Context: an optimization exercise on an open-source flow, tuned for small area, a short achievable clock period and few clock cycles per item. The choices shown serve that exercise and are no tape-out recipe.
No run shown here included a check of the RTL's function; only the layout flow was run.

==> flow/design.v, too long to show whole: its modules and the start of the top module <==
// module seq_mac_unit: 513 lines
// module csa_fa: 4 lines
// module csa_ha: 4 lines
module seq_mac_unit (
    input  logic        clk_i,
    input  logic        rst_i,
    input  logic        MUL_Start_STRB_i,
    input  logic [81:0] a_i,
    input  logic [81:0] b_i,
    input  logic [81:0] acc_i,
    output logic        MUL_Done_STRB_o,
    output logic [81:0] out_o,
    output logic        busy_o
);
  // ...
==> flow/flow/run.sh <==
#!/bin/bash
# Own flow: the standard layout (standard.sh, unchanged synthesis and
# steps), with one change: the port buffers that ORFS inserts before global
# placement are plain sky130_fd_sc_hd__buf_1 cells instead of the default
# choice. Every input and output port still gets its own buffer.
# The full make output goes to standard.log; ORFS's per-step logs stay
# under orfs/logs/.
set -euo pipefail
bash standard.sh "BUFFER_PORTS_ARGS=-buffer_cell sky130_fd_sc_hd__buf_1" finish > standard.log 2>&1
==> flow/standard.sh <==
#!/bin/bash
# synth_recipe.tcl (not shown) runs the flow's synth.tcl, then flattens the netlist and writes it again
# the make line also repeats each setting of config.mk as NAME=value (left out here)
make -C /OpenROAD-flow-scripts/flow DESIGN_CONFIG=/design/flow/config.mk WORK_HOME=/design/flow/orfs CLKGATE_MAP_FILE= SYNTH_SCRIPT=/design/flow/synth_recipe.tcl "${@:-finish}"
==> flow/config.mk <==
export PLATFORM = sky130hd
export DESIGN_NAME = seq_mac_unit
export DESIGN_NICKNAME = seq_mac_unit
export VERILOG_FILES = /design/flow/design.v
export SDC_FILE = /design/flow/constraint.sdc
export NUM_CORES = 4
export LEC_CHECK = 0
export CAP_MARGIN = 20
export CORE_MARGIN = 2
export CORE_UTILIZATION = 50
export SETUP_SLACK_MARGIN = 4.5
export SLEW_MARGIN = 20
export SYNTH_HIERARCHICAL = 1
==> flow/constraint.sdc <==
create_clock -name core_clock -period 8.0 [get_ports {clk_i}]
set_input_delay 1.6000 -clock core_clock [delete_from_list [all_inputs] [get_ports {clk_i}]]
set_output_delay 1.6000 -clock core_clock [all_outputs]
set_load 0.01 [all_outputs]
==> summary.txt, run 1 <==
status no timing/DRC/antenna violations; largest family of logic cells by synthesized area adder cells; most used cell, CP fa_2; CP max FO 1; CP Data Required Time 8.32 ns; CP Cell Sequence buf_1, mux2_4, ha_4, fa_2, fa_2, fa_1, fa_2, mux2_2; predominant post-synthesis flop cell edfxtp_1; leading area contributor after synthesis fa_1; skew final 0.0502 ns; post_cts resized 55; Final GP Congestion 0.897; total number of vias 18,300; Hold Crit Endpoint cnt_q[0]$_DFF_PP0_; CTS tree done; number of flip-flops under the largest register name 81; Slew @ Worst Pin 1.00 ns; crit-path max cell delay 0.54 ns; Total GRT Usage 31.5%; IO Pins 333; Max Used Layer met5; Non-Filler Instances 2,981; Worst-path clk slew 0.06 ns; comb_multi_in 1,684; row cnt 81; Synth warnings 7; Filler Cells Inserted 4,105; synth top area cells fa_1 24%, edfxtp_1 15%, xnor2_1 12%; Avg Inst Size Synth 11.2 um^2; synth cell count leaders 327 x xnor2_1, 296 x fa_1, 156 x clkbuf_1; htree depth 1; count leader, synth xnor2_1; origin of the worst min-delay path cnt_q[0]$_DFF_PP0_; postcts setup bufs 20; asr flop ratio synth 34.9%; drt first pass iters 6; Biggest register P_q
==> run 2, diff against run 1 <==
--- a/flow/design.v
+++ b/flow/design.v
@@ -16,115 +16,97 @@
     logic [28:0] B_q;    
     logic [81:0]  P_q;
     logic [41:0] c_q;
     logic         rc_q;
     logic [K-1:0] RC_q;
     logic         busy_q, done_q, fin_q;
     logic [CNTW-1:0] cnt_q;
     logic [6:0] x1_q, x2_q, neg_q;
-    logic [6:0] x1b_q, x2b_q, negb_q;
     logic [6:0] x1_n, x2_n, neg_n;    
     logic [K:0] nb;
     logic [41:0] ax;
     assign ax = {A_q[40], A_q};
     logic [41:0] pp0;
     logic [41:0] pp1;
     logic [41:0] pp2;
     logic [41:0] pp3;
     logic [41:0] pp4;
     logic [41:0] pp5;
     logic [41:0] pp6;
     assign nb = busy_q ? B_q[14:0] : {b_i[13:0], 1'b0};
-    wire last = (cnt_q == CNTW'(NSTEP - 1));
-    wire sel_ld = busy_q ? (~last & ~fin_q) : MUL_Start_STRB_i;
-    logic [6:0] ppm;    
     assign x1_n[0]  = nb[0] ^ nb[1];
     assign x2_n[0]  = (nb[2] & ~nb[1] & ~nb[0]) | (~nb[2] & nb[1] & nb[0]);
     assign neg_n[0] = nb[2];
-    assign pp0[20:0]  = (({21{x1_q[0]}} & ax[20:0]) | ({21{x2_q[0]}} & {ax[19:0], 1'b0})) ^ {21{neg_q[0]}};
-    assign pp0[41:21] = (({21{~x1b_q[0]}} & ax[41:21]) | ({21{~x2b_q[0]}} & ax[40:20])) ^ {21{~negb_q[0]}};
-    assign ppm[0] = ((~x1b_q[0] & ax[41]) | (~x2b_q[0] & ax[40])) ^ (busy_q & negb_q[0]);
+    assign pp0      = (({42{x1_q[0]}} & ax) | ({42{x2_q[0]}} & {ax[40:0], 1'b0})) ^ {42{neg_q[0]}};
     assign x1_n[1]  = nb[2] ^ nb[3];
     assign x2_n[1]  = (nb[4] & ~nb[3] & ~nb[2]) | (~nb[4] & nb[3] & nb[2]);
     assign neg_n[1] = nb[4];
-    assign pp1[20:0]  = (({21{x1_q[1]}} & ax[20:0]) | ({21{x2_q[1]}} & {ax[19:0], 1'b0})) ^ {21{neg_q[1]}};
-    assign pp1[41:21] = (({21{~x1b_q[1]}} & ax[41:21]) | ({21{~x2b_q[1]}} & ax[40:20])) ^ {21{~negb_q[1]}};
-    assign ppm[1] = ((~x1b_q[1] & ax[41]) | (~x2b_q[1] & ax[40])) ^ (busy_q & negb_q[1]);
+    assign pp1      = (({42{x1_q[1]}} & ax) | ({42{x2_q[1]}} & {ax[40:0], 1'b0})) ^ {42{neg_q[1]}};
     assign x1_n[2]  = nb[4] ^ nb[5];
     assign x2_n[2]  = (nb[6] & ~nb[5] & ~nb[4]) | (~nb[6] & nb[5] & nb[4]);
     assign neg_n[2] = nb[6];
-    assign pp2[20:0]  = (({21{x1_q[2]}} & ax[20:0]) | ({21{x2_q[2]}} & {ax[19:0], 1'b0})) ^ {21{neg_q[2]}};
-    assign pp2[41:21] = (({21{~x1b_q[2]}} & ax[41:21]) | ({21{~x2b_q[2]}} & ax[40:20])) ^ {21{~negb_q[2]}};
-    assign ppm[2] = ((~x1b_q[2] & ax[41]) | (~x2b_q[2] & ax[40])) ^ (busy_q & negb_q[2]);
+    assign pp2      = (({42{x1_q[2]}} & ax) | ({42{x2_q[2]}} & {ax[40:0], 1'b0})) ^ {42{neg_q[2]}};
     assign x1_n[3]  = nb[6] ^ nb[7];
     assign x2_n[3]  = (nb[8] & ~nb[7] & ~nb[6]) | (~nb[8] & nb[7] & nb[6]);
     assign neg_n[3] = nb[8];
-    assign pp3[20:0]  = (({21{x1_q[3]}} & ax[20:0]) | ({21{x2_q[3]}} & {ax[19:0], 1'b0})) ^ {21{neg_q[3]}};
-    assign pp3[41:21] = (({21{~x1b_q[3]}} & ax[41:21]) | ({21{~x2b_q[3]}} & ax[40:20])) ^ {21{~negb_q[3]}};
-    assign ppm[3] = ((~x1b_q[3] & ax[41]) | (~x2b_q[3] & ax[40])) ^ (busy_q & negb_q[3]);
+    assign pp3      = (({42{x1_q[3]}} & ax) | ({42{x2_q[3]}} & {ax[40:0], 1'b0})) ^ {42{neg_q[3]}};
     assign x1_n[4]  = nb[8] ^ nb[9];
     assign x2_n[4]  = (nb[10] & ~nb[9] & ~nb[8]) | (~nb[10] & nb[9] & nb[8]);
     assign neg_n[4] = nb[10];
-    assign pp4[20:0]  = (({21{x1_q[4]}} & ax[20:0]) | ({21{x2_q[4]}} & {ax[19:0], 1'b0})) ^ {21{neg_q[4]}};
-    assign pp4[41:21] = (({21{~x1b_q[4]}} & ax[41:21]) | ({21{~x2b_q[4]}} & ax[40:20])) ^ {21{~negb_q[4]}};
-    assign ppm[4] = ((~x1b_q[4] & ax[41]) | (~x2b_q[4] & ax[40])) ^ (busy_q & negb_q[4]);
+    assign pp4      = (({42{x1_q[4]}} & ax) | ({42{x2_q[4]}} & {ax[40:0], 1'b0})) ^ {42{neg_q[4]}};
     assign x1_n[5]  = nb[10] ^ nb[11];
     assign x2_n[5]  = (nb[12] & ~nb[11] & ~nb[10]) | (~nb[12] & nb[11] & nb[10]);
     assign neg_n[5] = nb[12];
-    assign pp5[20:0]  = (({21{x1_q[5]}} & ax[20:0]) | ({21{x2_q[5]}} & {ax[19:0], 1'b0})) ^ {21{neg_q[5]}};
-    assign pp5[41:21] = (({21{~x1b_q[5]}} & ax[41:21]) | ({21{~x2b_q[5]}} & ax[40:20])) ^ {21{~negb_q[5]}};
-    assign ppm[5] = ((~x1b_q[5] & ax[41]) | (~x2b_q[5] & ax[40])) ^ (busy_q & negb_q[5]);
+    assign pp5      = (({42{x1_q[5]}} & ax) | ({42{x2_q[5]}} & {ax[40:0], 1'b0})) ^ {42{neg_q[5]}};
     assign x1_n[6]  = nb[12] ^ nb[13];
     assign x2_n[6]  = (nb[14] & ~nb[13] & ~nb[12]) | (~nb[14] & nb[13] & nb[12]);
     assign neg_n[6] = nb[14];
-    assign pp6[20:0]  = (({21{x1_q[6]}} & ax[20:0]) | ({21{x2_q[6]}} & {ax[19:0], 1'b0})) ^ {21{neg_q[6]}};
-    assign pp6[41:21] = (({21{~x1b_q[6]}} & ax[41:21]) | ({21{~x2b_q[6]}} & ax[40:20])) ^ {21{~negb_q[6]}};
-    assign ppm[6] = ((~x1b_q[6] & ax[41]) | (~x2b_q[6] & ax[40])) ^ (busy_q & negb_q[6]);
+    assign pp6      = (({42{x1_q[6]}} & ax) | ({42{x2_q[6]}} & {ax[40:0], 1'b0})) ^ {42{neg_q[6]}};
     logic fs0, fc0, fs1, fc1, fs2, fc2, fs3, fc3, fs4, fc4, fs5, fc5, fs6, fc6, fs7, fc7, fs8, fc8, fs9, fc9, fs10, fc10, fs11, fc11, fs12, fc12, fs13, fc13, fs14, fc14, fs15, fc15, fs16, fc16, fs17, fc17, fs18, fc18, fs19, fc19, fs20, fc20, fs21, fc21, fs22, fc22, fs23, fc23, fs24, fc24, fs25, fc25, fs26, fc26, fs27, fc27, fs28, fc28, fs29, fc29, fs30, fc30, fs31, fc31, fs32, fc32, fs33, fc33, fs34, fc34, fs35, fc35, fs36, fc36, fs37, fc37, fs38, fc38, fs39, fc39, fs40, fc40, fs41, fc41, fs42, fc42, fs43, fc43, fs44, fc44, fs45, fc45, fs46, fc46, fs47, fc47, fs48, fc48, fs49, fc49, fs50, fc50, fs51, fc51, fs52, fc52, fs53, fc53, fs54, fc54, fs55, fc55, fs56, fc56, fs57, fc57, fs58, fc58, fs59, fc59, fs60, fc60, fs61, fc61, fs62, fc62, fs63, fc63, fs64, fc64, fs65, fc65, fs66, fc66, fs67, fc67, fs68, fc68, fs69, fc69, fs70, fc70, fs71, fc71, fs72, fc72, fs73, fc73, fs74, fc74, fs75, fc75, fs76, fc76, fs77, fc77, fs78, fc78, fs79, fc79, fs80, fc80, fs81, fc81, fs82, fc82, fs83, fc83, fs84, fc84, fs85, fc85, fs86, fc86, fs87, fc87, fs88, fc88, fs89, fc89, fs90, fc90, fs91, fc91, fs92, fc92, fs93, fc93, fs94, fc94, fs95, fc95, fs96, fc96, fs97, fc97, fs98, fc98, fs99, fc99, fs100, fc100, fs101, fc101, fs102, fc102, fs103, fc103, fs104, fc104, fs105, fc105, fs106, fc106, fs107, fc107, fs108, fc108, fs109, fc109, fs110, fc110, fs111, fc111, fs112, fc112, fs113, fc113, fs114, fc114, fs115, fc115, fs116, fc116, fs117, fc117, fs118, fc118, fs119, fc119, fs120, fc120, fs121, fc121, fs122, fc122, fs123, fc123, fs124, fc124, fs125, fc125, fs126, fc126, fs127, fc127, fs128, fc128, fs129, fc129, fs130, fc130, fs131, fc131, fs132, fc132, fs133, fc133, fs134, fc134, fs135, fc135, fs136, fc136, fs137, fc137, fs138, fc138, fs139, fc139, fs140, fc140, fs141, fc141, fs142, fc142, fs143, fc143, fs144, fc144, fs145, fc145, fs146, fc146, fs147, fc147, fs148, fc148, fs149, fc149, fs150, fc150, fs151, fc151, fs152, fc152, fs153, fc153, fs154, fc154, fs155, fc155, fs156, fc156, fs157, fc157, fs158, fc158, fs159, fc159, fs160, fc160, fs161, fc161, fs162, fc162, fs163, fc163, fs164, fc164, fs165, fc165, fs166, fc166, fs167, fc167, fs168, fc168, fs169, fc169, fs170, fc170, fs171, fc171, fs172, fc172, fs173, fc173, fs174, fc174, fs175, fc175, fs176, fc176, fs177, fc177, fs178, fc178, fs179, fc179, fs180, fc180, fs181, fc181, fs182, fc182, fs183, fc183, fs184, fc184, fs185, fc185, fs186, fc186, fs187, fc187, fs188, fc188, fs189, fc189, fs190, fc190, fs191, fc191, fs192, fc192, fs193, fc193, fs194, fc194, fs195, fc195, fs196, fc196, fs197, fc197, fs198, fc198, fs199, fc199, fs200, fc200, fs201, fc201, fs202, fc202, fs203, fc203, fs204, fc204, fs205, fc205, fs206, fc206, fs207, fc207, fs208, fc208, fs209, fc209, fs210, fc210, fs211, fc211, fs212, fc212, fs213, fc213, fs214, fc214, fs215, fc215, fs216, fc216, fs217, fc217, fs218, fc218, fs219, fc219, fs220, fc220, fs221, fc221, fs222, fc222, fs223, fc223, fs224, fc224, fs225, fc225, fs226, fc226, fs227, fc227, fs228, fc228, fs229, fc229, fs230, fc230, fs231, fc231, fs232, fc232, fs233, fc233, fs234, fc234, fs235, fc235, fs236, fc236, fs237, fc237, fs238, fc238, fs239, fc239, fs240, fc240, fs241, fc241, fs242, fc242, fs243, fc243, fs244, fc244, fs245, fc245, fs246, fc246, fs247, fc247, fs248, fc248, fs249, fc249, fs250, fc250, fs251, fc251, fs252, fc252, fs253, fc253, fs254, fc254, fs255, fc255, fs256, fc256, fs257, fc257, fs258, fc258, fs259, fc259, fs260, fc260, fs261, fc261, fs262, fc262, fs263, fc263, fs264, fc264, fs265, fc265, fs266, fc266, fs267, fc267, fs268, fc268, fs269, fc269, fs270, fc270, fs271, fc271, fs272, fc272, fs273, fc273, fs274, fc274, fs275, fc275, fs276, fc276, fs277, fc277, fs278, fc278, fs279, fc279, fs280, fc280, fs281, fc281, fs282, fc282, fs283, fc283, fs284, fc284, fs285, fc285, fs286, fc286, fs287, fc287, fs288, fc288, fs289, fc289, fs290, fc290, fs291, fc291, fs292, fc292, fs293, fc293, fs294, fc294, fs295, fc295, fs296, fc296, fs297, fc297, fs298, fc298, fs299, fc299, fs300, fc300, fs301, fc301, fs302, fc302, fs303, fc303, fs304, fc304, fs305, fc305, fs306, fc306, fs307, fc307, fs308, fc308, fs309, fc309, fs310, fc310, fs311, fc311, fs312, fc312, fs313, fc313, fs314, fc314, fs315, fc315, fs316, fc316, fs317, fc317, fs318, fc318, fs319, fc319, fs320, fc320, fs321, fc321, fs322, fc322, fs323, fc323, fs324, fc324, fs325, fc325, fs326, fc326, fs327, fc327, fs328, fc328, fs329, fc329, fs330, fc330, fs331, fc331, fs332, fc332, fs333, fc333, fs334, fc334, fs335, fc335, fs336, fc336, fs337, fc337, fs338, fc338, fs339, fc339, fs340, fc340, fs341, fc341, fs342, fc342;
-    csa_ha ufs0 (.a(c_q[12]), .b(Pin[12]), .s(fs0), .co(fc0));
-    csa_ha ufs1 (.a(c_q[13]), .b(Pin[13]), .s(fs1), .co(fc1));
-    csa_ha ufs2 (.a(c_q[14]), .b(Pin[14]), .s(fs2), .co(fc2));
-    csa_ha ufs3 (.a(c_q[15]), .b(Pin[15]), .s(fs3), .co(fc3));
-    csa_ha ufs4 (.a(c_q[16]), .b(Pin[16]), .s(fs4), .co(fc4));
-    csa_ha ufs5 (.a(c_q[17]), .b(Pin[17]), .s(fs5), .co(fc5));
-    csa_ha ufs6 (.a(c_q[18]), .b(Pin[18]), .s(fs6), .co(fc6));
-    csa_ha ufs7 (.a(c_q[19]), .b(Pin[19]), .s(fs7), .co(fc7));
-    csa_ha ufs8 (.a(c_q[20]), .b(Pin[20]), .s(fs8), .co(fc8));
-    csa_ha ufs9 (.a(c_q[21]), .b(Pin[21]), .s(fs9), .co(fc9));
-    csa_ha ufs10 (.a(c_q[22]), .b(Pin[22]), .s(fs10), .co(fc10));
-    csa_ha ufs11 (.a(c_q[23]), .b(Pin[23]), .s(fs11), .co(fc11));
-    csa_ha ufs12 (.a(c_q[24]), .b(Pin[24]), .s(fs12), .co(fc12));
-    csa_ha ufs13 (.a(c_q[25]), .b(Pin[25]), .s(fs13), .co(fc13));
-    csa_ha ufs14 (.a(c_q[26]), .b(Pin[26]), .s(fs14), .co(fc14));
-    csa_ha ufs15 (.a(c_q[27]), .b(Pin[27]), .s(fs15), .co(fc15));
-    csa_ha ufs16 (.a(c_q[28]), .b(Pin[28]), .s(fs16), .co(fc16));
-    csa_ha ufs17 (.a(c_q[29]), .b(Pin[29]), .s(fs17), .co(fc17));
-    csa_ha ufs18 (.a(c_q[30]), .b(Pin[30]), .s(fs18), .co(fc18));
-    csa_ha ufs19 (.a(c_q[31]), .b(Pin[31]), .s(fs19), .co(fc19));
-    csa_ha ufs20 (.a(c_q[32]), .b(Pin[32]), .s(fs20), .co(fc20));
-    csa_ha ufs21 (.a(c_q[33]), .b(Pin[33]), .s(fs21), .co(fc21));
-    csa_ha ufs22 (.a(c_q[34]), .b(Pin[34]), .s(fs22), .co(fc22));
-    csa_ha ufs23 (.a(c_q[35]), .b(Pin[35]), .s(fs23), .co(fc23));
-    csa_ha ufs24 (.a(c_q[36]), .b(Pin[36]), .s(fs24), .co(fc24));
-    csa_ha ufs25 (.a(c_q[37]), .b(Pin[37]), .s(fs25), .co(fc25));
-    csa_ha ufs26 (.a(c_q[38]), .b(Pin[38]), .s(fs26), .co(fc26));
-    csa_ha ufs27 (.a(c_q[39]), .b(Pin[39]), .s(fs27), .co(fc27));
-    csa_ha ufs28 (.a(c_q[40]), .b(Pin[40]), .s(fs28), .co(fc28));
-    csa_ha ufs29 (.a(c_q[41]), .b(Pin[41]), .s(fs29), .co(fc29));
-    csa_ha ufs30 (.a(c_q[6]), .b(Pin[6]), .s(fs30), .co(fc30));
-    csa_ha ufs31 (.a(c_q[7]), .b(Pin[7]), .s(fs31), .co(fc31));
-    csa_fa ufs32 (.a(c_q[8]), .b(Pin[8]), .c(neg_q[4]), .s(fs32), .co(fc32));
+    csa_ha ufs0 (.a(P_q[12]), .b(c_q[12]), .s(fs0), .co(fc0));
+    csa_ha ufs1 (.a(P_q[13]), .b(c_q[13]), .s(fs1), .co(fc1));
+    csa_ha ufs2 (.a(P_q[14]), .b(c_q[14]), .s(fs2), .co(fc2));
+    csa_ha ufs3 (.a(P_q[15]), .b(c_q[15]), .s(fs3), .co(fc3));
+    csa_ha ufs4 (.a(P_q[16]), .b(c_q[16]), .s(fs4), .co(fc4));
+    csa_ha ufs5 (.a(P_q[17]), .b(c_q[17]), .s(fs5), .co(fc5));
+    csa_ha ufs6 (.a(P_q[18]), .b(c_q[18]), .s(fs6), .co(fc6));
+    csa_ha ufs7 (.a(P_q[19]), .b(c_q[19]), .s(fs7), .co(fc7));
+    csa_ha ufs8 (.a(P_q[20]), .b(c_q[20]), .s(fs8), .co(fc8));
+    csa_ha ufs9 (.a(P_q[21]), .b(c_q[21]), .s(fs9), .co(fc9));
+    csa_ha ufs10 (.a(P_q[22]), .b(c_q[22]), .s(fs10), .co(fc10));
+    csa_ha ufs11 (.a(P_q[23]), .b(c_q[23]), .s(fs11), .co(fc11));
+    csa_ha ufs12 (.a(P_q[24]), .b(c_q[24]), .s(fs12), .co(fc12));
+    csa_ha ufs13 (.a(P_q[25]), .b(c_q[25]), .s(fs13), .co(fc13));
+    csa_ha ufs14 (.a(P_q[26]), .b(c_q[26]), .s(fs14), .co(fc14));
+    csa_ha ufs15 (.a(P_q[27]), .b(c_q[27]), .s(fs15), .co(fc15));
+    csa_ha ufs16 (.a(P_q[28]), .b(c_q[28]), .s(fs16), .co(fc16));
+    csa_ha ufs17 (.a(P_q[29]), .b(c_q[29]), .s(fs17), .co(fc17));
+    csa_ha ufs18 (.a(P_q[30]), .b(c_q[30]), .s(fs18), .co(fc18));
+    csa_ha ufs19 (.a(P_q[31]), .b(c_q[31]), .s(fs19), .co(fc19));
+    csa_ha ufs20 (.a(P_q[32]), .b(c_q[32]), .s(fs20), .co(fc20));
+    csa_ha ufs21 (.a(P_q[33]), .b(c_q[33]), .s(fs21), .co(fc21));
+    csa_ha ufs22 (.a(P_q[34]), .b(c_q[34]), .s(fs22), .co(fc22));
+    csa_ha ufs23 (.a(P_q[35]), .b(c_q[35]), .s(fs23), .co(fc23));
+    csa_ha ufs24 (.a(P_q[36]), .b(c_q[36]), .s(fs24), .co(fc24));
+    csa_ha ufs25 (.a(P_q[37]), .b(c_q[37]), .s(fs25), .co(fc25));
+    csa_ha ufs26 (.a(P_q[38]), .b(c_q[38]), .s(fs26), .co(fc26));
+    csa_ha ufs27 (.a(P_q[39]), .b(c_q[39]), .s(fs27), .co(fc27));
+    csa_ha ufs28 (.a(P_q[40]), .b(c_q[40]), .s(fs28), .co(fc28));
+    csa_ha ufs29 (.a(P_q[41]), .b(c_q[41]), .s(fs29), .co(fc29));
+    csa_ha ufs30 (.a(P_q[6]), .b(c_q[6]), .s(fs30), .co(fc30));
+    csa_ha ufs31 (.a(P_q[7]), .b(c_q[7]), .s(fs31), .co(fc31));
+    csa_fa ufs32 (.a(P_q[8]), .b(c_q[8]), .c(neg_q[4]), .s(fs32), .co(fc32));
     csa_ha ufs33 (.a(pp0[8]), .b(pp1[6]), .s(fs33), .co(fc33));
-    csa_fa ufs34 (.a(c_q[9]), .b(Pin[9]), .c(pp0[9]), .s(fs34), .co(fc34));
+    csa_fa ufs34 (.a(P_q[9]), .b(c_q[9]), .c(pp0[9]), .s(fs34), .co(fc34));
     csa_ha ufs35 (.a(pp1[7]), .b(pp2[5]), .s(fs35), .co(fc35));
-    csa_fa ufs36 (.a(c_q[10]), .b(Pin[10]), .c(neg_q[5]), .s(fs36), .co(fc36));
+    csa_fa ufs36 (.a(P_q[10]), .b(c_q[10]), .c(neg_q[5]), .s(fs36), .co(fc36));
     csa_fa ufs37 (.a(pp0[10]), .b(pp1[8]), .c(pp2[6]), .s(fs37), .co(fc37));
     csa_ha ufs38 (.a(pp3[4]), .b(pp4[2]), .s(fs38), .co(fc38));
-    csa_fa ufs39 (.a(c_q[11]), .b(Pin[11]), .c(pp0[11]), .s(fs39), .co(fc39));
+    csa_fa ufs39 (.a(P_q[11]), .b(c_q[11]), .c(pp0[11]), .s(fs39), .co(fc39));
     csa_fa ufs40 (.a(pp1[9]), .b(pp2[7]), .c(pp3[5]), .s(fs40), .co(fc40));
     csa_ha ufs41 (.a(pp4[3]), .b(pp5[1]), .s(fs41), .co(fc41));
     csa_fa ufs42 (.a(neg_q[6]), .b(fs0), .c(pp0[12]), .s(fs42), .co(fc42));
     csa_fa ufs43 (.a(pp1[10]), .b(pp2[8]), .c(pp3[6]), .s(fs43), .co(fc43));
     csa_fa ufs44 (.a(pp4[4]), .b(pp5[2]), .c(pp6[0]), .s(fs44), .co(fc44));
     csa_fa ufs45 (.a(fc0), .b(fs1), .c(pp0[13]), .s(fs45), .co(fc45));
     csa_fa ufs46 (.a(pp1[11]), .b(pp2[9]), .c(pp3[7]), .s(fs46), .co(fc46));
     csa_fa ufs47 (.a(pp4[5]), .b(pp5[3]), .c(pp6[1]), .s(fs47), .co(fc47));
@@ -204,33 +186,33 @@
     csa_fa ufs121 (.a(pp1[36]), .b(pp2[34]), .c(pp3[32]), .s(fs121), .co(fc121));
     csa_fa ufs122 (.a(pp4[30]), .b(pp5[28]), .c(pp6[26]), .s(fs122), .co(fc122));
     csa_fa ufs123 (.a(fc26), .b(fs27), .c(pp0[39]), .s(fs123), .co(fc123));
     csa_fa ufs124 (.a(pp1[37]), .b(pp2[35]), .c(pp3[33]), .s(fs124), .co(fc124));
     csa_fa ufs125 (.a(pp4[31]), .b(pp5[29]), .c(pp6[27]), .s(fs125), .co(fc125));
     csa_fa ufs126 (.a(fc27), .b(fs28), .c(pp0[40]), .s(fs126), .co(fc126));
     csa_fa ufs127 (.a(pp1[38]), .b(pp2[36]), .c(pp3[34]), .s(fs127), .co(fc127));
     csa_fa ufs128 (.a(pp4[32]), .b(pp5[30]), .c(pp6[28]), .s(fs128), .co(fc128));
-    csa_fa ufs129 (.a(fc28), .b(fs29), .c(ppm[0]), .s(fs129), .co(fc129));
+    csa_fa ufs129 (.a(fc28), .b(fs29), .c(~pp0[41]), .s(fs129), .co(fc129));
     csa_fa ufs130 (.a(pp1[39]), .b(pp2[37]), .c(pp3[35]), .s(fs130), .co(fc130));
     csa_fa ufs131 (.a(pp4[33]), .b(pp5[31]), .c(pp6[29]), .s(fs131), .co(fc131));
-    csa_fa ufs132 (.a(busy_q), .b(Pin[42]), .c(fc29), .s(fs132), .co(fc132));
+    csa_fa ufs132 (.a(P_q[42]), .b(1'b1), .c(fc29), .s(fs132), .co(fc132));
     csa_fa ufs133 (.a(pp1[40]), .b(pp2[38]), .c(pp3[36]), .s(fs133), .co(fc133));
     csa_fa ufs134 (.a(pp4[34]), .b(pp5[32]), .c(pp6[30]), .s(fs134), .co(fc134));
-    csa_fa ufs135 (.a(Pin[43]), .b(ppm[1]), .c(pp2[39]), .s(fs135), .co(fc135));
+    csa_fa ufs135 (.a(P_q[43]), .b(~pp1[41]), .c(pp2[39]), .s(fs135), .co(fc135));
     csa_fa ufs136 (.a(pp3[37]), .b(pp4[35]), .c(pp5[33]), .s(fs136), .co(fc136));
-    csa_fa ufs137 (.a(busy_q), .b(Pin[44]), .c(pp2[40]), .s(fs137), .co(fc137));
+    csa_fa ufs137 (.a(P_q[44]), .b(1'b1), .c(pp2[40]), .s(fs137), .co(fc137));
     csa_ha ufs138 (.a(pp3[38]), .b(pp4[36]), .s(fs138), .co(fc138));
-    csa_fa ufs139 (.a(Pin[45]), .b(ppm[2]), .c(pp3[39]), .s(fs139), .co(fc139));
-    csa_ha ufs140 (.a(busy_q), .b(Pin[46]), .s(fs140), .co(fc140));
-    csa_ha ufs141 (.a(c_q[2]), .b(Pin[2]), .s(fs141), .co(fc141));
-    csa_ha ufs142 (.a(c_q[3]), .b(Pin[3]), .s(fs142), .co(fc142));
-    csa_fa ufs143 (.a(c_q[4]), .b(Pin[4]), .c(neg_q[2]), .s(fs143), .co(fc143));
+    csa_fa ufs139 (.a(P_q[45]), .b(~pp2[41]), .c(pp3[39]), .s(fs139), .co(fc139));
+    csa_ha ufs140 (.a(P_q[46]), .b(1'b1), .s(fs140), .co(fc140));
+    csa_ha ufs141 (.a(P_q[2]), .b(c_q[2]), .s(fs141), .co(fc141));
+    csa_ha ufs142 (.a(P_q[3]), .b(c_q[3]), .s(fs142), .co(fc142));
+    csa_fa ufs143 (.a(P_q[4]), .b(c_q[4]), .c(neg_q[2]), .s(fs143), .co(fc143));
     csa_ha ufs144 (.a(pp0[4]), .b(pp1[2]), .s(fs144), .co(fc144));
-    csa_fa ufs145 (.a(c_q[5]), .b(Pin[5]), .c(pp0[5]), .s(fs145), .co(fc145));
+    csa_fa ufs145 (.a(P_q[5]), .b(c_q[5]), .c(pp0[5]), .s(fs145), .co(fc145));
     csa_ha ufs146 (.a(pp1[3]), .b(pp2[1]), .s(fs146), .co(fc146));
     csa_fa ufs147 (.a(neg_q[3]), .b(fs30), .c(pp0[6]), .s(fs147), .co(fc147));
     csa_fa ufs148 (.a(pp1[4]), .b(pp2[2]), .c(pp3[0]), .s(fs148), .co(fc148));
     csa_fa ufs149 (.a(fc30), .b(fs31), .c(pp0[7]), .s(fs149), .co(fc149));
     csa_fa ufs150 (.a(pp1[5]), .b(pp2[3]), .c(pp3[1]), .s(fs150), .co(fc150));
     csa_fa ufs151 (.a(fc31), .b(fs32), .c(pp2[4]), .s(fs151), .co(fc151));
     csa_fa ufs152 (.a(pp3[2]), .b(pp4[0]), .c(fs33), .s(fs152), .co(fc152));
     csa_fa ufs153 (.a(fc32), .b(pp3[3]), .c(pp4[1]), .s(fs153), .co(fc153));
@@ -304,24 +286,24 @@
     csa_fa ufs221 (.a(pp6[31]), .b(fc132), .c(fc133), .s(fs221), .co(fc221));
     csa_fa ufs222 (.a(fc134), .b(fs135), .c(fs136), .s(fs222), .co(fc222));
     csa_fa ufs223 (.a(pp5[34]), .b(pp6[32]), .c(fs138), .s(fs223), .co(fc223));
     csa_fa ufs224 (.a(fc135), .b(fc136), .c(fs137), .s(fs224), .co(fc224));
     csa_fa ufs225 (.a(pp4[37]), .b(pp5[35]), .c(pp6[33]), .s(fs225), .co(fc225));
     csa_fa ufs226 (.a(fc138), .b(fc137), .c(fs139), .s(fs226), .co(fc226));
     csa_fa ufs227 (.a(fs140), .b(pp3[40]), .c(pp4[38]), .s(fs227), .co(fc227));
     csa_fa ufs228 (.a(pp5[36]), .b(pp6[34]), .c(fc139), .s(fs228), .co(fc228));
-    csa_fa ufs229 (.a(Pin[47]), .b(fc140), .c(ppm[3]), .s(fs229), .co(fc229));
+    csa_fa ufs229 (.a(P_q[47]), .b(fc140), .c(~pp3[41]), .s(fs229), .co(fc229));
     csa_fa ufs230 (.a(pp4[39]), .b(pp5[37]), .c(pp6[35]), .s(fs230), .co(fc230));
-    csa_fa ufs231 (.a(busy_q), .b(Pin[48]), .c(pp4[40]), .s(fs231), .co(fc231));
+    csa_fa ufs231 (.a(P_q[48]), .b(1'b1), .c(pp4[40]), .s(fs231), .co(fc231));
     csa_ha ufs232 (.a(pp5[38]), .b(pp6[36]), .s(fs232), .co(fc232));
-    csa_fa ufs233 (.a(Pin[49]), .b(ppm[4]), .c(pp5[39]), .s(fs233), .co(fc233));
-    csa_ha ufs234 (.a(busy_q), .b(Pin[50]), .s(fs234), .co(fc234));
-    csa_ha ufs235 (.a(c_q[0]), .b(Pin[0]), .s(fs235), .co(fc235));
-    csa_ha ufs236 (.a(c_q[1]), .b(Pin[1]), .s(fs236), .co(fc236));
+    csa_fa ufs233 (.a(P_q[49]), .b(~pp4[41]), .c(pp5[39]), .s(fs233), .co(fc233));
+    csa_ha ufs234 (.a(P_q[50]), .b(1'b1), .s(fs234), .co(fc234));
+    csa_ha ufs235 (.a(P_q[0]), .b(c_q[0]), .s(fs235), .co(fc235));
+    csa_ha ufs236 (.a(P_q[1]), .b(c_q[1]), .s(fs236), .co(fc236));
     csa_fa ufs237 (.a(neg_q[1]), .b(fs141), .c(pp0[2]), .s(fs237), .co(fc237));
     csa_fa ufs238 (.a(fc141), .b(fs142), .c(pp0[3]), .s(fs238), .co(fc238));
     csa_fa ufs239 (.a(fc142), .b(fs143), .c(pp2[0]), .s(fs239), .co(fc239));
     csa_fa ufs240 (.a(fc143), .b(fc144), .c(fs146), .s(fs240), .co(fc240));
     csa_fa ufs241 (.a(fc146), .b(fc145), .c(fs147), .s(fs241), .co(fc241));
     csa_fa ufs242 (.a(fc147), .b(fc148), .c(fs149), .s(fs242), .co(fc242));
     csa_fa ufs243 (.a(fc149), .b(fc150), .c(fs151), .s(fs243), .co(fc243));
     csa_fa ufs244 (.a(fc151), .b(fs153), .c(fc152), .s(fs244), .co(fc244));
@@ -361,18 +343,18 @@
     csa_fa ufs278 (.a(fc219), .b(fs221), .c(fc220), .s(fs278), .co(fc278));
     csa_fa ufs279 (.a(fs223), .b(fc221), .c(fc222), .s(fs279), .co(fc279));
     csa_fa ufs280 (.a(fs225), .b(fc223), .c(fc224), .s(fs280), .co(fc280));
     csa_fa ufs281 (.a(fc225), .b(fs227), .c(fs228), .s(fs281), .co(fc281));
     csa_fa ufs282 (.a(fc227), .b(fs229), .c(fs230), .s(fs282), .co(fc282));
     csa_fa ufs283 (.a(fs232), .b(fc229), .c(fc230), .s(fs283), .co(fc283));
     csa_fa ufs284 (.a(pp6[37]), .b(fc232), .c(fc231), .s(fs284), .co(fc284));
     csa_fa ufs285 (.a(fs234), .b(pp5[40]), .c(pp6[38]), .s(fs285), .co(fc285));
-    csa_fa ufs286 (.a(Pin[51]), .b(fc234), .c(ppm[5]), .s(fs286), .co(fc286));
-    csa_ha ufs287 (.a(busy_q), .b(Pin[52]), .s(fs287), .co(fc287));
+    csa_fa ufs286 (.a(P_q[51]), .b(fc234), .c(~pp5[41]), .s(fs286), .co(fc286));
+    csa_ha ufs287 (.a(P_q[52]), .b(1'b1), .s(fs287), .co(fc287));
     csa_fa ufs288 (.a(neg_q[0]), .b(fs235), .c(pp0[0]), .s(fs288), .co(fc288));
     csa_fa ufs289 (.a(fc235), .b(fs236), .c(pp0[1]), .s(fs289), .co(fc289));
     csa_fa ufs290 (.a(fc236), .b(pp1[0]), .c(fs237), .s(fs290), .co(fc290));
     csa_fa ufs291 (.a(pp1[1]), .b(fc237), .c(fs238), .s(fs291), .co(fc291));
     csa_fa ufs292 (.a(fs144), .b(fc238), .c(fs239), .s(fs292), .co(fc292));
     csa_fa ufs293 (.a(fc239), .b(fs145), .c(fs240), .s(fs293), .co(fc293));
     csa_fa ufs294 (.a(fs148), .b(fc240), .c(fs241), .s(fs294), .co(fc294));
     csa_fa ufs295 (.a(fs150), .b(fc241), .c(fs242), .s(fs295), .co(fc295));
@@ -416,28 +398,27 @@
     csa_fa ufs333 (.a(fs226), .b(fc279), .c(fs280), .s(fs333), .co(fc333));
     csa_fa ufs334 (.a(fc226), .b(fc280), .c(fs281), .s(fs334), .co(fc334));
     csa_fa ufs335 (.a(fc228), .b(fs282), .c(fc281), .s(fs335), .co(fc335));
     csa_fa ufs336 (.a(fs231), .b(fs283), .c(fc282), .s(fs336), .co(fc336));
     csa_fa ufs337 (.a(fs233), .b(fc283), .c(fs284), .s(fs337), .co(fc337));
     csa_fa ufs338 (.a(fc233), .b(fs285), .c(fc284), .s(fs338), .co(fc338));
     csa_fa ufs339 (.a(pp6[39]), .b(fc285), .c(fs286), .s(fs339), .co(fc339));
     csa_fa ufs340 (.a(fs287), .b(pp6[40]), .c(fc286), .s(fs340), .co(fc340));
-    csa_fa ufs341 (.a(Pin[53]), .b(fc287), .c(ppm[6]), .s(fs341), .co(fc341));
-    csa_ha ufs342 (.a(busy_q), .b(Pin[54]), .s(fs342), .co(fc342));
+    csa_fa ufs341 (.a(P_q[53]), .b(fc287), .c(~pp6[41]), .s(fs341), .co(fc341));
+    csa_ha ufs342 (.a(P_q[54]), .b(1'b1), .s(fs342), .co(fc342));
     logic [55:0] cs_s, cs_c;
     assign cs_s = {1'b0, fc341, fc340, fc339, fc338, fc337, fc336, fc335, fc334, fc333, fc332, fc331, fc330, fc329, fc328, fc327, fc326, fc325, fc324, fc323, fc322, fc321, fc320, fc319, fc318, fc317, fc316, fc315, fc314, fc313, fc312, fc311, fc310, fc309, fc308, fc307, fc306, fc305, fc304, fc303, fc302, fc301, fc300, fc299, fc298, fc297, fc296, fc295, fc294, fc293, fc292, fc291, fc290, fc289, fc288, fs288};
     assign cs_c = {fc342, fs342, fs341, fs340, fs339, fs338, fs337, fs336, fs335, fs334, fs333, fs332, fs331, fs330, fs329, fs328, fs327, fs326, fs325, fs324, fs323, fs322, fs321, fs320, fs319, fs318, fs317, fs316, fs315, fs314, fs313, fs312, fs311, fs310, fs309, fs308, fs307, fs306, fs305, fs304, fs303, fs302, fs301, fs300, fs299, fs298, fs297, fs296, fs295, fs294, fs293, fs292, fs291, fs290, fs289, 1'b0};
     logic [53:0] X;
-    assign X = {P_q[39:0], P_q[81:68]} + {c_q[39:0], RC_q[13:1], rc_q};
+    logic X_co;
+    prefix_add u_xadd (.a({P_q[39:0], P_q[81:68]}), .b({c_q[39:0], RC_q[13:1], rc_q}),
+                       .ci(1'b0), .s(X), .co(X_co));
     wire rc_n = X[14] ^ P_q[0] ^ c_q[0];
-    logic [54:0] Pin;
-    logic [81:0] acc_rl;
-    assign acc_rl = {acc_i[67:0], acc_i[81:68]};
-    assign Pin = busy_q ? P_q[54:0] : acc_rl[54:0];
+    wire last = (cnt_q == CNTW'(NSTEP - 1));
     logic [81:0] P_step;
     always_comb begin
         P_step = {cs_s[13], cs_s[12], cs_s[11], cs_s[10], cs_s[9], cs_s[8], cs_s[7], cs_s[6], cs_s[5], cs_s[4], cs_s[3], cs_s[2], cs_s[1], cs_s[0], X[13], X[12], X[11], X[10], X[9], X[8], X[7], X[6], X[5], X[4], X[3], X[2], X[1], X[0], P_q[67], P_q[66], P_q[65], P_q[64], P_q[63], P_q[62], P_q[61], P_q[60], P_q[59], P_q[58], P_q[57], P_q[56], P_q[55], cs_s[54], cs_s[53], cs_s[52], cs_s[51], cs_s[50], cs_s[49], cs_s[48], cs_s[47], cs_s[46], cs_s[45], cs_s[44], cs_s[43], cs_s[42], cs_s[41], cs_s[40], cs_s[39], cs_s[38], cs_s[37], cs_s[36], cs_s[35], cs_s[34], cs_s[33], cs_s[32], cs_s[31], cs_s[30], cs_s[29], cs_s[28], cs_s[27], cs_s[26], cs_s[25], cs_s[24], cs_s[23], cs_s[22], cs_s[21], cs_s[20], cs_s[19], cs_s[18], cs_s[17], cs_s[16], cs_s[15], cs_s[14]};
             P_step[40] = last ? P_q[54] : cs_s[54];
     end
     always_ff @(posedge clk_i or posedge rst_i) begin
         if (rst_i) begin
             busy_q <= 1'b0;
@@ -453,69 +434,358 @@
             end else begin
                 busy_q <= MUL_Start_STRB_i;
                 cnt_q  <= '0;
             end
         end
     end
     localparam logic [81:0] LATE = 82'b1111111111111100000000000000000000000000011111111111111111111111111111111111111111;
     localparam logic [81:0] OVLM = 82'b0000000000000000000000000000000000000000010000000000000000000000000000000000000000;
-    logic [81:0] P_tree, P_alt, P_d, P_late_sel;
-    assign P_tree = {cs_s[13], cs_s[12], cs_s[11], cs_s[10], cs_s[9], cs_s[8], cs_s[7], cs_s[6], cs_s[5], cs_s[4], cs_s[3], cs_s[2], cs_s[1], cs_s[0], 1'b0, 1'b0, 1'b0, 1'b0, 1'b0, 1'b0, 1'b0, 1'b0, 1'b0, 1'b0, 1'b0, 1'b0, 1'b0, 1'b0, 1'b0, 1'b0, 1'b0, 1'b0, 1'b0, 1'b0, 1'b0, 1'b0, 1'b0, 1'b0, 1'b0, 1'b0, 1'b0, cs_s[54], cs_s[53], cs_s[52], cs_s[51], cs_s[50], cs_s[49], cs_s[48], cs_s[47], cs_s[46], cs_s[45], cs_s[44], cs_s[43], cs_s[42], cs_s[41], cs_s[40], cs_s[39], cs_s[38], cs_s[37], cs_s[36], cs_s[35], cs_s[34], cs_s[33], cs_s[32], cs_s[31], cs_s[30], cs_s[29], cs_s[28], cs_s[27], cs_s[26], cs_s[25], cs_s[24], cs_s[23], cs_s[22], cs_s[21], cs_s[20], cs_s[19], cs_s[18], cs_s[17], cs_s[16], cs_s[15], cs_s[14]};
+    logic [81:0] P_alt, P_d, P_late_sel;
     always_comb begin
-        P_alt = busy_q ? P_step : acc_i;
+        P_alt = busy_q ? P_q : acc_i;
         if (fin_q) begin
-            P_alt = P_q;
             P_alt[39:0] = X[53:14];
             P_alt[81:68] = X[13:0];
+        end else if (busy_q) begin
+            P_alt = P_step;
+            if (last) P_alt[40] = P_q[54];
         end
-        P_late_sel = LATE & ~{82{fin_q}} & ~({82{busy_q & last}} & OVLM);
-        P_d = (P_late_sel & P_tree) | (~P_late_sel & P_alt);
+        P_late_sel = {82{busy_q & ~fin_q}} & LATE & ~({82{last}} & OVLM);
+        P_d = (P_late_sel & P_step) | (~P_late_sel & P_alt);
     end
     always_ff @(posedge clk_i) begin
         if (busy_q | MUL_Start_STRB_i) P_q <= P_d;
     end
-    always_ff @(posedge clk_i or posedge rst_i) begin
-        if (rst_i) begin
-            x1_q  <= '0;
-            x2_q  <= '0;
-            neg_q <= '0;
-            x1b_q  <= '1;
-            x2b_q  <= '1;
-            negb_q <= '1;
-            c_q   <= '0;
-        end else begin
-            x1_q  <= x1_n & {7{sel_ld}};
-            x2_q  <= x2_n & {7{sel_ld}};
-            neg_q <= neg_n & {7{sel_ld}};
-            x1b_q  <= ~(x1_n & {7{sel_ld}});
-            x2b_q  <= ~(x2_n & {7{sel_ld}});
-            negb_q <= ~(neg_n & {7{sel_ld}});
-            if (busy_q)
-                c_q <= fin_q ? '0 : cs_c[55:K];
-            else
-                c_q <= (cs_c[55:K] & {42{MUL_Start_STRB_i}}) | {MUL_Start_STRB_i, 41'b0};
-        end
-    end
     always_ff @(posedge clk_i) begin
         if (busy_q) begin
             B_q  <= {{K{B_q[28]}}, B_q[28:K]};
+            c_q  <= cs_c[55:K];
             rc_q <= rc_n;
             RC_q <= cs_c[13:0];
+            x1_q <= x1_n;
+            x2_q <= x2_n;
+            neg_q <= neg_n;
         end else begin
             A_q  <= a_i[40:0];
             B_q  <= {b_i[40], b_i[40:13]};
+            c_q  <= 42'(1) << 41;
             rc_q <= 1'b0;
-            RC_q <= cs_c[13:0];
+            RC_q <= '0;
+            x1_q <= x1_n;
+            x2_q <= x2_n;
+            neg_q <= neg_n;
         end
     end
     assign out_o = {P_q[39:0], P_q[81:40]};
     assign MUL_Done_STRB_o = done_q;
     assign busy_o = busy_q;
 endmodule
 module csa_fa (input logic a, b, c, output logic s, co);
     assign s  = a ^ b ^ c;
     assign co = (a & b) | (a & c) | (b & c);
 endmodule
 module csa_ha (input logic a, b, output logic s, co);
     assign s  = a ^ b;
     assign co = a & b;
 endmodule
+module prefix_add (input logic [53:0] a, b, input logic ci, output logic [53:0] s, output logic co);
+    logic [53:0] p, g;
+    assign p = a ^ b;
+    assign g = a & b;
+    wire g0c = g[0] | (p[0] & ci);
+    wire G0 = g[1] | (p[1] & g0c);
+    wire G1 = g[3] | (p[3] & g[2]);
+    wire Q1 = p[3] & p[2];
+    wire G2 = g[5] | (p[5] & g[4]);
+    wire Q2 = p[5] & p[4];
+    wire G3 = g[7] | (p[7] & g[6]);
+    wire Q3 = p[7] & p[6];
+    wire G4 = g[9] | (p[9] & g[8]);
+    wire Q4 = p[9] & p[8];
+    wire G5 = g[11] | (p[11] & g[10]);
+    wire Q5 = p[11] & p[10];
+    wire G6 = g[13] | (p[13] & g[12]);
+    wire Q6 = p[13] & p[12];
+    wire G7 = g[15] | (p[15] & g[14]);
+    wire Q7 = p[15] & p[14];
+    wire G8 = g[17] | (p[17] & g[16]);
+    wire Q8 = p[17] & p[16];
+    wire G9 = g[19] | (p[19] & g[18]);
+    wire Q9 = p[19] & p[18];
+    wire G10 = g[21] | (p[21] & g[20]);
+    wire Q10 = p[21] & p[20];
+    wire G11 = g[23] | (p[23] & g[22]);
+    wire Q11 = p[23] & p[22];
+    wire G12 = g[25] | (p[25] & g[24]);
+    wire Q12 = p[25] & p[24];
+    wire G13 = g[27] | (p[27] & g[26]);
+    wire Q13 = p[27] & p[26];
+    wire G14 = g[29] | (p[29] & g[28]);
+    wire Q14 = p[29] & p[28];
+    wire G15 = g[31] | (p[31] & g[30]);
+    wire Q15 = p[31] & p[30];
+    wire G16 = g[33] | (p[33] & g[32]);
+    wire Q16 = p[33] & p[32];
+    wire G17 = g[35] | (p[35] & g[34]);
+    wire Q17 = p[35] & p[34];
+    wire G18 = g[37] | (p[37] & g[36]);
+    wire Q18 = p[37] & p[36];
+    wire G19 = g[39] | (p[39] & g[38]);
+    wire Q19 = p[39] & p[38];
+    wire G20 = g[41] | (p[41] & g[40]);
+    wire Q20 = p[41] & p[40];
+    wire G21 = g[43] | (p[43] & g[42]);
+    wire Q21 = p[43] & p[42];
+    wire G22 = g[45] | (p[45] & g[44]);
+    wire Q22 = p[45] & p[44];
+    wire G23 = g[47] | (p[47] & g[46]);
+    wire Q23 = p[47] & p[46];
+    wire G24 = g[49] | (p[49] & g[48]);
+    wire Q24 = p[49] & p[48];
+    wire G25 = g[51] | (p[51] & g[50]);
+    wire Q25 = p[51] & p[50];
+    wire G26 = g[53] | (p[53] & g[52]);
+    wire Q26 = p[53] & p[52];
+    wire G27 = g[2] | (p[2] & G0);
+    wire G28 = G1 | (Q1 & G0);
+    wire G29 = g[6] | (p[6] & G2);
+    wire Q29 = p[6] & Q2;
+    wire G30 = G3 | (Q3 & G2);
+    wire Q30 = Q3 & Q2;
+    wire G31 = g[10] | (p[10] & G4);
+    wire Q31 = p[10] & Q4;
+    wire G32 = G5 | (Q5 & G4);
+    wire Q32 = Q5 & Q4;
+    wire G33 = g[14] | (p[14] & G6);
+    wire Q33 = p[14] & Q6;
+    wire G34 = G7 | (Q7 & G6);
+    wire Q34 = Q7 & Q6;
+    wire G35 = g[18] | (p[18] & G8);
+    wire Q35 = p[18] & Q8;
+    wire G36 = G9 | (Q9 & G8);
+    wire Q36 = Q9 & Q8;
+    wire G37 = g[22] | (p[22] & G10);
+    wire Q37 = p[22] & Q10;
+    wire G38 = G11 | (Q11 & G10);
+    wire Q38 = Q11 & Q10;
+    wire G39 = g[26] | (p[26] & G12);
+    wire Q39 = p[26] & Q12;
+    wire G40 = G13 | (Q13 & G12);
+    wire Q40 = Q13 & Q12;
+    wire G41 = g[30] | (p[30] & G14);
+    wire Q41 = p[30] & Q14;
+    wire G42 = G15 | (Q15 & G14);
+    wire Q42 = Q15 & Q14;
+    wire G43 = g[34] | (p[34] & G16);
+    wire Q43 = p[34] & Q16;
+    wire G44 = G17 | (Q17 & G16);
+    wire Q44 = Q17 & Q16;
+    wire G45 = g[38] | (p[38] & G18);
+    wire Q45 = p[38] & Q18;
+    wire G46 = G19 | (Q19 & G18);
+    wire Q46 = Q19 & Q18;
+    wire G47 = g[42] | (p[42] & G20);
+    wire Q47 = p[42] & Q20;
+    wire G48 = G21 | (Q21 & G20);
+    wire Q48 = Q21 & Q20;
+    wire G49 = g[46] | (p[46] & G22);
+    wire Q49 = p[46] & Q22;
+    wire G50 = G23 | (Q23 & G22);
+    wire Q50 = Q23 & Q22;
+    wire G51 = g[50] | (p[50] & G24);
+    wire Q51 = p[50] & Q24;
+    wire G52 = G25 | (Q25 & G24);
+    wire Q52 = Q25 & Q24;
+    wire G53 = g[4] | (p[4] & G28);
+    wire G54 = G2 | (Q2 & G28);
+    wire G55 = G29 | (Q29 & G28);
+    wire G56 = G30 | (Q30 & G28);
+    wire G57 = g[12] | (p[12] & G32);
+    wire Q57 = p[12] & Q32;
+    wire G58 = G6 | (Q6 & G32);
+    wire Q58 = Q6 & Q32;
+    wire G59 = G33 | (Q33 & G32);
+    wire Q59 = Q33 & Q32;
+    wire G60 = G34 | (Q34 & G32);
+    wire Q60 = Q34 & Q32;
+    wire G61 = g[20] | (p[20] & G36);
+    wire Q61 = p[20] & Q36;
+    wire G62 = G10 | (Q10 & G36);
+    wire Q62 = Q10 & Q36;
+    wire G63 = G37 | (Q37 & G36);
+    wire Q63 = Q37 & Q36;
+    wire G64 = G38 | (Q38 & G36);
+    wire Q64 = Q38 & Q36;
+    wire G65 = g[28] | (p[28] & G40);
+    wire Q65 = p[28] & Q40;
+    wire G66 = G14 | (Q14 & G40);
+    wire Q66 = Q14 & Q40;
+    wire G67 = G41 | (Q41 & G40);
+    wire Q67 = Q41 & Q40;
+    wire G68 = G42 | (Q42 & G40);
+    wire Q68 = Q42 & Q40;
+    wire G69 = g[36] | (p[36] & G44);
+    wire Q69 = p[36] & Q44;
+    wire G70 = G18 | (Q18 & G44);
+    wire Q70 = Q18 & Q44;
+    wire G71 = G45 | (Q45 & G44);
+    wire Q71 = Q45 & Q44;
+    wire G72 = G46 | (Q46 & G44);
+    wire Q72 = Q46 & Q44;
+    wire G73 = g[44] | (p[44] & G48);
+    wire Q73 = p[44] & Q48;
+    wire G74 = G22 | (Q22 & G48);
+    wire Q74 = Q22 & Q48;
+    wire G75 = G49 | (Q49 & G48);
+    wire Q75 = Q49 & Q48;
+    wire G76 = G50 | (Q50 & G48);
+    wire Q76 = Q50 & Q48;
+    wire G77 = g[52] | (p[52] & G52);
+    wire Q77 = p[52] & Q52;
+    wire G78 = G26 | (Q26 & G52);
+    wire Q78 = Q26 & Q52;
+    wire G79 = g[8] | (p[8] & G56);
+    wire G80 = G4 | (Q4 & G56);
+    wire G81 = G31 | (Q31 & G56);
+    wire G82 = G32 | (Q32 & G56);
+    wire G83 = G57 | (Q57 & G56);
+    wire G84 = G58 | (Q58 & G56);
+    wire G85 = G59 | (Q59 & G56);
+    wire G86 = G60 | (Q60 & G56);
+    wire G87 = g[24] | (p[24] & G64);
+    wire Q87 = p[24] & Q64;
+    wire G88 = G12 | (Q12 & G64);
+    wire Q88 = Q12 & Q64;
+    wire G89 = G39 | (Q39 & G64);
+    wire Q89 = Q39 & Q64;
+    wire G90 = G40 | (Q40 & G64);
+    wire Q90 = Q40 & Q64;
+    wire G91 = G65 | (Q65 & G64);
+    wire Q91 = Q65 & Q64;
+    wire G92 = G66 | (Q66 & G64);
+    wire Q92 = Q66 & Q64;
+    wire G93 = G67 | (Q67 & G64);
+    wire Q93 = Q67 & Q64;
+    wire G94 = G68 | (Q68 & G64);
+    wire Q94 = Q68 & Q64;
+    wire G95 = g[40] | (p[40] & G72);
+    wire Q95 = p[40] & Q72;
+    wire G96 = G20 | (Q20 & G72);
+    wire Q96 = Q20 & Q72;
+    wire G97 = G47 | (Q47 & G72);
+    wire Q97 = Q47 & Q72;
+    wire G98 = G48 | (Q48 & G72);
+    wire Q98 = Q48 & Q72;
+    wire G99 = G73 | (Q73 & G72);
+    wire Q99 = Q73 & Q72;
+    wire G100 = G74 | (Q74 & G72);
+    wire Q100 = Q74 & Q72;
+    wire G101 = G75 | (Q75 & G72);
+    wire Q101 = Q75 & Q72;
+    wire G102 = G76 | (Q76 & G72);
+    wire Q102 = Q76 & Q72;
+    wire G103 = g[16] | (p[16] & G86);
+    wire G104 = G8 | (Q8 & G86);
+    wire G105 = G35 | (Q35 & G86);
+    wire G106 = G36 | (Q36 & G86);
+    wire G107 = G61 | (Q61 & G86);
+    wire G108 = G62 | (Q62 & G86);
+    wire G109 = G63 | (Q63 & G86);
+    wire G110 = G64 | (Q64 & G86);
+    wire G111 = G87 | (Q87 & G86);
+    wire G112 = G88 | (Q88 & G86);
+    wire G113 = G89 | (Q89 & G86);
+    wire G114 = G90 | (Q90 & G86);
+    wire G115 = G91 | (Q91 & G86);
+    wire G116 = G92 | (Q92 & G86);
+    wire G117 = G93 | (Q93 & G86);
+    wire G118 = G94 | (Q94 & G86);
+    wire G119 = g[48] | (p[48] & G102);
+    wire Q119 = p[48] & Q102;
+    wire G120 = G24 | (Q24 & G102);
+    wire Q120 = Q24 & Q102;
+    wire G121 = G51 | (Q51 & G102);
+    wire Q121 = Q51 & Q102;
+    wire G122 = G52 | (Q52 & G102);
+    wire Q122 = Q52 & Q102;
+    wire G123 = G77 | (Q77 & G102);
+    wire Q123 = Q77 & Q102;
+    wire G124 = G78 | (Q78 & G102);
+    wire Q124 = Q78 & Q102;
+    wire G125 = g[32] | (p[32] & G118);
+    wire G126 = G16 | (Q16 & G118);
+    wire G127 = G43 | (Q43 & G118);
+    wire G128 = G44 | (Q44 & G118);
+    wire G129 = G69 | (Q69 & G118);
+    wire G130 = G70 | (Q70 & G118);
+    wire G131 = G71 | (Q71 & G118);
+    wire G132 = G72 | (Q72 & G118);
+    wire G133 = G95 | (Q95 & G118);
+    wire G134 = G96 | (Q96 & G118);
+    wire G135 = G97 | (Q97 & G118);
+    wire G136 = G98 | (Q98 & G118);
+    wire G137 = G99 | (Q99 & G118);
+    wire G138 = G100 | (Q100 & G118);
+    wire G139 = G101 | (Q101 & G118);
+    wire G140 = G102 | (Q102 & G118);
+    wire G141 = G119 | (Q119 & G118);
+    wire G142 = G120 | (Q120 & G118);
+    wire G143 = G121 | (Q121 & G118);
+    wire G144 = G122 | (Q122 & G118);
+    wire G145 = G123 | (Q123 & G118);
+    wire G146 = G124 | (Q124 & G118);
+    assign s[0] = p[0] ^ ci;
+    assign s[1] = p[1] ^ g0c;
+    assign s[2] = p[2] ^ G0;
+    assign s[3] = p[3] ^ G27;
+    assign s[4] = p[4] ^ G28;
+    assign s[5] = p[5] ^ G53;
+    assign s[6] = p[6] ^ G54;
+    assign s[7] = p[7] ^ G55;
+    assign s[8] = p[8] ^ G56;
+    assign s[9] = p[9] ^ G79;
+    assign s[10] = p[10] ^ G80;
+    assign s[11] = p[11] ^ G81;
+    assign s[12] = p[12] ^ G82;
+    assign s[13] = p[13] ^ G83;
+    assign s[14] = p[14] ^ G84;
+    assign s[15] = p[15] ^ G85;
+    assign s[16] = p[16] ^ G86;
+    assign s[17] = p[17] ^ G103;
+    assign s[18] = p[18] ^ G104;
+    assign s[19] = p[19] ^ G105;
+    assign s[20] = p[20] ^ G106;
+    assign s[21] = p[21] ^ G107;
+    assign s[22] = p[22] ^ G108;
+    assign s[23] = p[23] ^ G109;
+    assign s[24] = p[24] ^ G110;
+    assign s[25] = p[25] ^ G111;
+    assign s[26] = p[26] ^ G112;
+    assign s[27] = p[27] ^ G113;
+    assign s[28] = p[28] ^ G114;
+    assign s[29] = p[29] ^ G115;
+    assign s[30] = p[30] ^ G116;
+    assign s[31] = p[31] ^ G117;
+    assign s[32] = p[32] ^ G118;
+    assign s[33] = p[33] ^ G125;
+    assign s[34] = p[34] ^ G126;
+    assign s[35] = p[35] ^ G127;
+    assign s[36] = p[36] ^ G128;
+    assign s[37] = p[37] ^ G129;
+    assign s[38] = p[38] ^ G130;
+    assign s[39] = p[39] ^ G131;
+    assign s[40] = p[40] ^ G132;
+    assign s[41] = p[41] ^ G133;
+    assign s[42] = p[42] ^ G134;
+    assign s[43] = p[43] ^ G135;
+    assign s[44] = p[44] ^ G136;
+    assign s[45] = p[45] ^ G137;
+    assign s[46] = p[46] ^ G138;
+    assign s[47] = p[47] ^ G139;
+    assign s[48] = p[48] ^ G140;
+    assign s[49] = p[49] ^ G141;
+    assign s[50] = p[50] ^ G142;
+    assign s[51] = p[51] ^ G143;
+    assign s[52] = p[52] ^ G144;
+    assign s[53] = p[53] ^ G145;
+    assign co = G146;
+endmodule
==> flow/config.mk (replaced) <==
export PLATFORM = sky130hd
export DESIGN_NAME = seq_mac_unit
export DESIGN_NICKNAME = seq_mac_unit
export VERILOG_FILES = /design/flow/design.v
export SDC_FILE = /design/flow/constraint.sdc
export NUM_CORES = 4
export LEC_CHECK = 0
export CAP_MARGIN = 20
export CORE_MARGIN = 2
export CORE_UTILIZATION = 50
export SETUP_SLACK_MARGIN = 4.2
export SLEW_MARGIN = 20
export SYNTH_HIERARCHICAL = 1
==> run 2 against run 1 <==
Effect of this change:
- still clean
- via count fell by 5.9%
- register-to-register slack better by 0.10 ns
- fmax up 6.3%
- sequential share of layout area is 1.0 points lower
- final cell count shrank 5.2%
- worst setup slack better by 0.23 ns
- synthesized cell count fell by 6.6%
- critical endpoint is now P_q[25]$_DFFE_PP_
- highest routed layer unchanged
==> summary.txt, run 2 <==
Sequential cell area 5950 um^2; most frequent cells in the layout 315 x xnor2_1, 302 x fa_1, 280 x a22oi_1; CP max FO 36 (+35); Layout Utilization 56.1%; commonest non-fill, non-tap cell in the layout xnor2_1; largest registers P_q (68), c_q (42), A_q (41); max cap viols 0; antenna violations before repair 4; CTS Buffer Depth 3; Inst Count DP 2,754; Biggest register P_q; Total GRT Usage 31.0% (-0.49 points); CP delay by family, top adder cells; Final setup viols 0; CP Cell Sequence buf_8, xnor2_1, fa_1, fa_1, fa_1, fa_1, mux2i_1, o21ai_1; Slew @ Worst Pin 0.955 ns (-0.0493 ns); final worst path period share 46.6%; Synth warnings 7 (unchanged); Die W 218 um; Non-Filler Instances 2,827 (-5.2%); crit-path max cell delay 0.59 ns (+0.05 ns); total number of vias 17,200 (-5.9%); cts hold-fix bufs 0; Routed WL 73.4 mm; Die Height 218 um; IO Pins 333 (unchanged); routed wire length per instance 26.0 um; DRC Markers 0; Max Used Layer met5; largest net degree at the start of global routing 76; post-synthesis cell area 23,000 um^2; worst skew pair latency 0.62 ns; Area Growth Syn to Fin 10.9%; Metal-1 WL 30.2 mm; Max Slew Vio Count 0; detailed placement HPWL 51.9 mm; Worst-path clk slew 0.07 ns (about the same); status no timing/DRC/antenna violations; core area 45,400 um^2; drt first pass iters 6 (unchanged); worst path bufs/invs 1; port bufs 250; nets@finish 2,855; skew final 0.0283 ns (-0.0219 ns); FMAX 0.268 GHz; startpoint types flip-flop; most used cell, CP fa_1; first-pass GRT wire length 111 mm; row cnt 78 (-3.7%); Synth Instances 2,050; layout cells sized above 1 6.02%; Final Hold Viols 0; CTS sink cnt 233; CP Data Required Time 8.34 ns (+0.02 ns); starting density of the core 50.6%; Critical Path Slowest Stage Cell dfxtp_2; die area 47,700 um^2; htree depth 1 (unchanged); min Tclk post-route 3.73 ns; Root Driver clkbuf_16; critical path class reg -> reg; number of flip-flops under the largest register name 68 (-16%); vias in the first global route 17,700; Routed met3 length 6.75 mm; multi-input logic area 16,000 um^2; HP Class reg -> reg; post-route ant nets 0; vias per cell 6.08; Max transition margin 36.3%; Final GP Congestion 0.881 (-1.8%); clock buffer count from CTS 29; Critical Path Sink Type flip-flop; DR iter-0 viols 1,658; met2 wire len 33.4 mm; setup TNS 0 ns; RSZ-0062 raised after global routing true; global route total overflow 0; CP arrival 4.07 ns; Filler Cells Inserted 3,987 (-2.9%); CTS tree done; Avg Inst Size Synth 11.2 um^2 (+0.51%)
## run 2: final timing paths
check | to | slack [ns] | cells past startpoint | start
min in group asynchronous | busy_q$_DFF_PP0_ | 0.87 | 2 | rst_i
worst max-delay path | P_q[25]$_DFFE_PP_ | 4.27 | 8 | B_q[0]$_DFF_P_
worst max register to register | P_q[25]$_DFFE_PP_ | 4.27 | 8 | B_q[0]$_DFF_P_
worst min register to register | cnt_q[0]$_DFF_PP0_ | 0.42 | 1 | cnt_q[0]$_DFF_PP0_
worst min-delay path | cnt_q[0]$_DFF_PP0_ | 0.42 | 1 | cnt_q[0]$_DFF_PP0_
max in group asynchronous | fin_q$_DFF_PP0_ | 6.92 | 2 | rst_i
## run 2: timing repair
item / in CTS / in global routing
setup buffers: 0 / 17
pin swaps: 0 / 2
endpoints found under the setup margin: 44 / 32
gates resized for setup: 7 / 23
## run 2: metal layers
layer  vias up  track usage, %
met5         -               0
met4         8            10.6
met3       158            7.20
met2       859            48.4
met1      8661            42.5
li1       7500               -
## run 2: cell type report
cell class,count,area share (%)
antenna,1,0.00982
clock buffer,45,3.70
clock inverter,9,0.349
inverter,54,0.795
multi-input combinational,1591,62.9
sequential,233,23.4
tap,600,2.95
timing repair buffer,294,5.98
## run 2: through the flow
stage / area [um^2] / hold slack (ns) / worst slack (ns)
finish: 25500 / 0.416 / 4.27
global route: 25500 / 0.453 / 4.14
CTS: 25100 / 0.416 / 4.20
detailed placement: 24000 / 0.408 / 3.82
global placement: 24000 / 0.409 / 3.94
floorplan: 23000 / 0.355 / 4.82

[what the ideal ports hide]
The results above use ideal ports. As a check the final layouts listed here were re-extracted and re-timed, cells and wires unchanged.
Step 1 (the two cells are an assumption about what drives the block):
set clk [get_ports {clk_i}]
set_driving_cell -lib_cell sky130_fd_sc_hd__clkbuf_16 $clk
set_driving_cell -lib_cell sky130_fd_sc_hd__buf_2 [delete_from_list [all_inputs] $clk]
Step 2 times the ports against the registers' clock, not the clock port: input delays grow and output delays shrink by t, the midpoint of the rising clock arrivals with the driver on.
Slacks: no drivers / after step 1 / after step 2; pairs: no drivers / after step 1.
run	t, ns	setup slack, ns	hold WS [ns]	worst setup path at the end	slew at the worst register clock pin (ns)
run 1	0.646	4.039 / 4.075 / 3.429	0.416 / 0.416 / 0.416	input to register	0.07 / 0.07
run 2	0.659	4.272 / 4.272 / 4.272	0.416 / 0.416 / 0.416	register to register	0.07 / 0.07
After both steps setup and hold are still met in every run listed. For run 1, which loses most, drivers alone change the setup slack by +0.036 ns; drivers and shift together by -0.610 ns.
